From an optimization exercise on the open Yosys and OpenROAD flow, aimed at small area; shortcuts taken in it are not production practice.
Only simulation tests tie the RTL to the original design; equivalence was not proved.
Power is estimated from default activity; no workload was simulated.

==> flow/design.v <==
module lcd_spi_responder (
  input  logic       clock,
  input  logic       Reset,
  input  logic       sclk,
  input  logic       mosi,
  input  logic       sce,
  input  logic       dc,
  input  logic [8:0] rd_addr,
  output logic [7:0] rd_data,
  output logic       byte_valid,
  output logic [7:0] byte_data,
  output logic       byte_dc,
  output logic [6:0] cur_x,
  output logic [2:0] cur_y,
  output logic       pd,
  output logic       v_mode,
  output logic       h_mode,
  output logic [1:0] disp_mode,
  output logic [6:0] vop,
  output logic [2:0] bias,
  output logic       cmd_err,
  output logic [7:0] abort_cnt
);
  localparam int unsigned RAM_DEPTH = 504;
  localparam logic [6:0]  X_LAST    = 7'd83;
  localparam logic [2:0]  Y_LAST    = 3'd5;
  logic [2:0] sclk_q;
  logic [1:0] mosi_q;
  logic [1:0] dc_q;
  logic [1:0] sce_q;
  logic       sclk_rise;
  logic       mosi_s;
  logic       dc_s;
  logic       sce_s;
  logic [6:0] shift_q, shift_d;
  logic [2:0] bitcnt_q, bitcnt_d;
  logic       byte_valid_q, byte_valid_d;
  logic [7:0] byte_data_q, byte_data_d;
  logic       byte_dc_q, byte_dc_d;
  logic [7:0] abort_q, abort_d;
  logic [6:0] cur_x_q, cur_x_d;
  logic [2:0] cur_y_q, cur_y_d;
  logic       pd_q, pd_d;
  logic       v_mode_q, v_mode_d;
  logic       h_mode_q, h_mode_d;
  logic [1:0] disp_q, disp_d;
  logic [6:0] vop_q, vop_d;
  logic [2:0] bias_q, bias_d;
  logic       cmd_err_q, cmd_err_d;
  logic [7:0] ram_q [0:RAM_DEPTH-1];
  logic [7:0] rd_data_q;
  logic [8:0] wr_addr;
  logic       ram_we;
  logic [4:0] phase_q;
  logic [8:0] pend_addr_q;
  logic [7:0] pend_data_q;
  assign sclk_rise = sclk_q[1] & ~sclk_q[2];
  assign mosi_s    = mosi_q[1];
  assign dc_s      = dc_q[1];
  assign sce_s     = sce_q[1];
  assign wr_addr = 9'(cur_y_q) * 9'd84 + 9'(cur_x_q);
  assign ram_we  = byte_valid_q & byte_dc_q;
  function automatic logic [9:0] advance(input logic [6:0] x, input logic [2:0] y,
                                         input logic vert);
    logic [6:0] nx;
    logic [2:0] ny;
    nx = x;
    ny = y;
    if (!vert) begin
      if (x == X_LAST) begin
        nx = 7'd0;
        ny = (y == Y_LAST) ? 3'd0 : y + 3'd1;
      end else begin
        nx = x + 7'd1;
      end
    end else begin
      if (y == Y_LAST) begin
        ny = 3'd0;
        nx = (x == X_LAST) ? 7'd0 : x + 7'd1;
      end else begin
        ny = y + 3'd1;
      end
    end
    advance = {nx, ny};
  endfunction
  always_comb begin
    shift_d      = shift_q;
    bitcnt_d     = bitcnt_q;
    byte_valid_d = 1'b0;
    byte_data_d  = byte_data_q;
    byte_dc_d    = byte_dc_q;
    abort_d      = abort_q;
    if (sce_s) begin
      shift_d  = '0;
      bitcnt_d = 3'd0;
      if (bitcnt_q != 3'd0 && abort_q != 8'hFF) begin
        abort_d = abort_q + 8'd1;
      end
    end else if (sclk_rise) begin
      shift_d  = {shift_q[5:0], mosi_s};
      bitcnt_d = bitcnt_q + 3'd1;
      if (bitcnt_q == 3'd7) begin
        byte_valid_d = 1'b1;
        byte_data_d  = {shift_q, mosi_s};
        byte_dc_d    = dc_s;
      end
    end
  end
  always_comb begin
    cur_x_d   = cur_x_q;
    cur_y_d   = cur_y_q;
    pd_d      = pd_q;
    v_mode_d  = v_mode_q;
    h_mode_d  = h_mode_q;
    disp_d    = disp_q;
    vop_d     = vop_q;
    bias_d    = bias_q;
    cmd_err_d = 1'b0;
    if (byte_valid_q) begin
      if (byte_dc_q) begin
        {cur_x_d, cur_y_d} = advance(cur_x_q, cur_y_q, v_mode_q);
      end else if (byte_data_q == 8'h00) begin
        cmd_err_d = 1'b0;
      end else if (byte_data_q[7:3] == 5'b00100) begin
        {pd_d, v_mode_d, h_mode_d} = byte_data_q[2:0];
      end else if (!h_mode_q) begin
        if (byte_data_q[7:3] == 5'b00001 && !byte_data_q[1]) begin
          disp_d = {byte_data_q[2], byte_data_q[0]};
        end else if (byte_data_q[7:3] == 5'b01000 && byte_data_q[2:0] <= Y_LAST) begin
          cur_y_d = byte_data_q[2:0];
        end else if (byte_data_q[7] && byte_data_q[6:0] <= X_LAST) begin
          cur_x_d = byte_data_q[6:0];
        end else begin
          cmd_err_d = 1'b1;
        end
      end else begin
        if (byte_data_q[7:3] == 5'b00010) begin
          bias_d = byte_data_q[2:0];
        end else if (byte_data_q[7]) begin
          vop_d = byte_data_q[6:0];
        end else if (byte_data_q[7:2] == 6'b000001) begin
          cmd_err_d = 1'b0;
        end else begin
          cmd_err_d = 1'b1;
        end
      end
    end
  end
  always_ff @(posedge clock) begin
    if (Reset) begin
      sclk_q       <= '0;
      mosi_q       <= '0;
      dc_q         <= '0;
      sce_q        <= '0;
      shift_q      <= '0;
      bitcnt_q     <= '0;
      byte_valid_q <= 1'b0;
      byte_data_q  <= '0;
      byte_dc_q    <= 1'b0;
      abort_q      <= '0;
      cur_x_q      <= '0;
      cur_y_q      <= '0;
      pd_q         <= 1'b0;
      v_mode_q     <= 1'b0;
      h_mode_q     <= 1'b0;
      disp_q       <= '0;
      vop_q        <= '0;
      bias_q       <= '0;
      cmd_err_q    <= 1'b0;
    end else begin
      sclk_q       <= {sclk_q[1:0], sclk};
      mosi_q       <= {mosi_q[0], mosi};
      dc_q         <= {dc_q[0], dc};
      sce_q        <= {sce_q[0], sce};
      shift_q      <= shift_d;
      bitcnt_q     <= bitcnt_d;
      byte_valid_q <= byte_valid_d;
      byte_data_q  <= byte_data_d;
      byte_dc_q    <= byte_dc_d;
      abort_q      <= abort_d;
      cur_x_q      <= cur_x_d;
      cur_y_q      <= cur_y_d;
      pd_q         <= pd_d;
      v_mode_q     <= v_mode_d;
      h_mode_q     <= h_mode_d;
      disp_q       <= disp_d;
      vop_q        <= vop_d;
      bias_q       <= bias_d;
      cmd_err_q    <= cmd_err_d;
    end
  end
  always_ff @(posedge clock) begin
    phase_q <= phase_q + 5'd1;
    if (ram_we) begin
      pend_addr_q <= wr_addr;
      pend_data_q <= byte_data_q;
    end
  end
  for (genvar r = 0; r < 17; r++) begin : g_ring
    localparam int unsigned BASE = (r < 15) ? r * 32 : (r == 15) ? 480 : 496;
    localparam int unsigned LEN  = (r < 15) ? 32 : (r == 15) ? 16 : 8;
    localparam int unsigned LB   = (r < 15) ? 5 : (r == 15) ? 4 : 3;
    logic hit;
    assign hit = (pend_addr_q >> LB) == 9'(BASE >> LB)
              && pend_addr_q[LB-1:0] == phase_q[LB-1:0];
    always_ff @(posedge clock) begin
      for (int s = 0; s < LEN - 1; s++) begin
        ram_q[BASE + s] <= ram_q[BASE + s + 1];
      end
      ram_q[BASE + LEN - 1] <= hit ? pend_data_q : ram_q[BASE];
    end
  end
  logic [7:0]   rd_lo;
  logic [62:0]  rd_hi;
  logic [503:0] rd_sel;
  logic [7:0]   rd_part [0:41];
  logic [7:0]   rd_word;
  lcd_ram_rd_decode u_rd_decode (
    .rd_addr(rd_addr), .phase(phase_q), .lo(rd_lo), .hi(rd_hi)
  );
  for (genvar i = 0; i < RAM_DEPTH; i++) begin : g_sel
    lcd_ram_nor2 u_sel (.a_n(~rd_lo[i % 8]), .b_n(~rd_hi[i / 8]), .y(rd_sel[i]));
  end
  for (genvar j = 0; j < 42; j++) begin : g_rd
    lcd_ram_rd12 u_rd12 (
      .sel(rd_sel[12*j +: 12]),
      .d0(ram_q[12*j]),   .d1(ram_q[12*j+1]), .d2(ram_q[12*j+2]),
      .d3(ram_q[12*j+3]), .d4(ram_q[12*j+4]), .d5(ram_q[12*j+5]),
      .d6(ram_q[12*j+6]), .d7(ram_q[12*j+7]), .d8(ram_q[12*j+8]),
      .d9(ram_q[12*j+9]), .d10(ram_q[12*j+10]), .d11(ram_q[12*j+11]),
      .y(rd_part[j])
    );
  end
  always_comb begin
    rd_word = '0;
    for (int j = 0; j < 42; j++) begin
      rd_word = rd_word | rd_part[j];
    end
  end
  always_ff @(posedge clock) begin
    if (Reset) begin
      rd_data_q <= '0;
    end else if (rd_addr >= 9'(RAM_DEPTH)) begin
      rd_data_q <= '0;
    end else if (rd_addr == pend_addr_q) begin
      rd_data_q <= pend_data_q;
    end else begin
      rd_data_q <= rd_word;
    end
  end
  assign rd_data    = rd_data_q;
  assign byte_valid = byte_valid_q;
  assign byte_data  = byte_data_q;
  assign byte_dc    = byte_dc_q;
  assign cur_x      = cur_x_q;
  assign cur_y      = cur_y_q;
  assign pd         = pd_q;
  assign v_mode     = v_mode_q;
  assign h_mode     = h_mode_q;
  assign disp_mode  = disp_q;
  assign vop        = vop_q;
  assign bias       = bias_q;
  assign cmd_err    = cmd_err_q;
  assign abort_cnt  = abort_q;
endmodule
module lcd_ram_aoi3 (
  input  logic       s0,
  input  logic       s1,
  input  logic       s2,
  input  logic [7:0] d0,
  input  logic [7:0] d1,
  input  logic [7:0] d2,
  output logic [7:0] y_n
);
  assign y_n = ~(({8{s0}} & d0) | ({8{s1}} & d1) | ({8{s2}} & d2));
endmodule
module lcd_ram_nor2 (
  input  logic a_n,
  input  logic b_n,
  output logic y
);
  assign y = ~(a_n | b_n);
endmodule
module lcd_ram_rd12 (
  input  logic [11:0] sel,
  input  logic [7:0]  d0, d1, d2, d3, d4, d5, d6, d7, d8, d9, d10, d11,
  output logic [7:0]  y
);
  logic [7:0] p0_n, p1_n, p2_n, p3_n;
  lcd_ram_aoi3 u_p0 (.s0(sel[0]), .s1(sel[1]), .s2(sel[2]),   .d0(d0), .d1(d1), .d2(d2),   .y_n(p0_n));
  lcd_ram_aoi3 u_p1 (.s0(sel[3]), .s1(sel[4]), .s2(sel[5]),   .d0(d3), .d1(d4), .d2(d5),   .y_n(p1_n));
  lcd_ram_aoi3 u_p2 (.s0(sel[6]), .s1(sel[7]), .s2(sel[8]),   .d0(d6), .d1(d7), .d2(d8),   .y_n(p2_n));
  lcd_ram_aoi3 u_p3 (.s0(sel[9]), .s1(sel[10]), .s2(sel[11]), .d0(d9), .d1(d10), .d2(d11), .y_n(p3_n));
  assign y = ~(p0_n & p1_n & p2_n & p3_n);
endmodule
module lcd_ram_rd_decode (
  input  logic [8:0]  rd_addr,
  input  logic [4:0]  phase,
  output logic [7:0]  lo,
  output logic [62:0] hi
);
  logic [7:0]   rd_a8;
  logic [3:0]   rd_a4;
  logic [15:0]  rd_r16;
  logic [3:0]   rd_d4;
  logic [1:0]   rd_d2;
  logic         rd_borrow;
  always_comb begin
    rd_a8 = '0;
    rd_a4 = '0;
    rd_r16 = '0;
    rd_a8[rd_addr[2:0]] = 1'b1;
    rd_a4[rd_addr[4:3]] = 1'b1;
    rd_r16[rd_addr[8:5]] = 1'b1;
    lo = '0;
    rd_borrow = 1'b0;
    for (int j = 0; j < 8; j++) begin
      for (int k = 0; k < 8; k++) begin
        if (phase[2:0] == 3'(j - k)) lo[k] = lo[k] | rd_a8[j];
      end
      if (phase[2:0] > 3'(j)) rd_borrow = rd_borrow | rd_a8[j];
    end
    rd_d4 = '0;
    for (int j = 0; j < 4; j++) begin
      for (int m = 0; m < 4; m++) begin
        if (phase[4:3] == 2'(j - m))
          rd_d4[m] = rd_d4[m] | (rd_a4[j] & ~rd_borrow);
        if (phase[4:3] == 2'(j - m - 1))
          rd_d4[m] = rd_d4[m] | (rd_a4[j] & rd_borrow);
      end
    end
    rd_d2[1] = rd_addr[3] ^ phase[3] ^ rd_borrow;
    rd_d2[0] = ~rd_d2[1];
    for (int g = 0; g < 60; g++) begin
      hi[g] = rd_r16[g / 4] & rd_d4[g % 4];
    end
    hi[60] = rd_r16[15] & ~rd_addr[4] & rd_d2[0];
    hi[61] = rd_r16[15] & ~rd_addr[4] & rd_d2[1];
    hi[62] = rd_r16[15] & rd_addr[4] & ~rd_addr[3];
  end
endmodule
Settings: LEC_CHECK=0, CAP_MARGIN=10, CORE_MARGIN=2, CORE_UTILIZATION=55, CTS_BUF_LIST=sky130_fd_sc_hd__clkbuf_8, CTS_CLUSTER_DIAMETER=60, CTS_CLUSTER_SIZE=14, SLEW_MARGIN=10, SYNTH_HIERARCHICAL=1; clock period 8.0 ns.
run.sh (not shown) runs the stock make flow with config.mk's settings and CLKGATE_MAP_FILE= SYNTH_SCRIPT=/design/flow/synth_recipe.tcl, a recipe that flattens the netlist after the stock synthesis.
Then changed:
--- a/flow/design.v
+++ b/flow/design.v
@@ -210,34 +210,31 @@
       ram_q[BASE + LEN - 1] <= hit ? pend_data_q : ram_q[BASE];
     end
   end
   logic [7:0]   rd_lo;
   logic [62:0]  rd_hi;
   logic [503:0] rd_sel;
-  logic [7:0]   rd_part [0:41];
+  logic [7:0]   rd_part_n [0:167];
   logic [7:0]   rd_word;
   lcd_ram_rd_decode u_rd_decode (
     .rd_addr(rd_addr), .phase(phase_q), .lo(rd_lo), .hi(rd_hi)
   );
   for (genvar i = 0; i < RAM_DEPTH; i++) begin : g_sel
     lcd_ram_nor2 u_sel (.a_n(~rd_lo[i % 8]), .b_n(~rd_hi[i / 8]), .y(rd_sel[i]));
   end
-  for (genvar j = 0; j < 42; j++) begin : g_rd
-    lcd_ram_rd12 u_rd12 (
-      .sel(rd_sel[12*j +: 12]),
-      .d0(ram_q[12*j]),   .d1(ram_q[12*j+1]), .d2(ram_q[12*j+2]),
-      .d3(ram_q[12*j+3]), .d4(ram_q[12*j+4]), .d5(ram_q[12*j+5]),
-      .d6(ram_q[12*j+6]), .d7(ram_q[12*j+7]), .d8(ram_q[12*j+8]),
-      .d9(ram_q[12*j+9]), .d10(ram_q[12*j+10]), .d11(ram_q[12*j+11]),
-      .y(rd_part[j])
+  for (genvar j = 0; j < 168; j++) begin : g_rd
+    lcd_ram_aoi3 u_aoi (
+      .s0(rd_sel[3*j]), .s1(rd_sel[3*j+1]), .s2(rd_sel[3*j+2]),
+      .d0(ram_q[3*j]), .d1(ram_q[3*j+1]), .d2(ram_q[3*j+2]),
+      .y_n(rd_part_n[j])
     );
   end
   always_comb begin
     rd_word = '0;
-    for (int j = 0; j < 42; j++) begin
-      rd_word = rd_word | rd_part[j];
+    for (int j = 0; j < 168; j++) begin
+      rd_word = rd_word | ~rd_part_n[j];
     end
   end
   always_ff @(posedge clock) begin
     if (Reset) begin
       rd_data_q <= '0;
     end else if (rd_addr >= 9'(RAM_DEPTH)) begin
@@ -278,24 +275,12 @@
   input  logic a_n,
   input  logic b_n,
   output logic y
 );
   assign y = ~(a_n | b_n);
 endmodule
-module lcd_ram_rd12 (
-  input  logic [11:0] sel,
-  input  logic [7:0]  d0, d1, d2, d3, d4, d5, d6, d7, d8, d9, d10, d11,
-  output logic [7:0]  y
-);
-  logic [7:0] p0_n, p1_n, p2_n, p3_n;
-  lcd_ram_aoi3 u_p0 (.s0(sel[0]), .s1(sel[1]), .s2(sel[2]),   .d0(d0), .d1(d1), .d2(d2),   .y_n(p0_n));
-  lcd_ram_aoi3 u_p1 (.s0(sel[3]), .s1(sel[4]), .s2(sel[5]),   .d0(d3), .d1(d4), .d2(d5),   .y_n(p1_n));
-  lcd_ram_aoi3 u_p2 (.s0(sel[6]), .s1(sel[7]), .s2(sel[8]),   .d0(d6), .d1(d7), .d2(d8),   .y_n(p2_n));
-  lcd_ram_aoi3 u_p3 (.s0(sel[9]), .s1(sel[10]), .s2(sel[11]), .d0(d9), .d1(d10), .d2(d11), .y_n(p3_n));
-  assign y = ~(p0_n & p1_n & p2_n & p3_n);
-endmodule
 module lcd_ram_rd_decode (
   input  logic [8:0]  rd_addr,
   input  logic [4:0]  phase,
   output logic [7:0]  lo,
   output logic [62:0] hi
 );
Result:
- The changed run completed with no timing, DRC or antenna violations
- non-clock buffer count went up by 67
- total power stays flat
- worst setup slack degrades by 0.048 ns
- via count went up by 2.1%
- global-route usage went up by 2.4 points
- worst hold slack degrades by 0.023 ns
- final area went up by 0.37%
- first-iteration DRC count went up by 4.5%
- cell count went up by 0.62%
- die area barely changes
- synthesized cell count is about the same
- critical path depth went down by 2
- sequential share of layout area went down by 0.26 points
- area after synthesis barely changes

static timing again, ports no longer ideal:
In the flow no input, the clock included, has a driving cell. The finished layouts below were timed again as built, in two steps.
Step 1: set_driving_cell puts a clkbuf_16 on clock and a buf_2 on each other input, an assumption about the parent block.
Step 2, shift: input delay + t, output delay - t, t = (earliest + latest rising clock arrival at the registers) / 2. This alone moves slack from input paths to output paths.
Three values: ideal ports, drivers, drivers and shift; two values: the first two.
| run | t (ns) | slack for setup (ns) | worst setup path at the end | worst data-port slew with drivers (ns) | cell pins on the clock port's net |
|---|---|---|---|---|---|
| the first run | 1.147 | 0.592 / 0.647 / -0.500 | input to register | 0.17 | 1 |
| the second run | 1.163 | 0.545 / 0.600 / -0.563 | input to register | 0.08 | 1 |
With both steps, setup timing fails in the first run and the second run, where it was met with ideal ports. The setup slack of the second run, which loses most, moves by +0.055 ns with the drivers and by -1.108 ns with both steps.
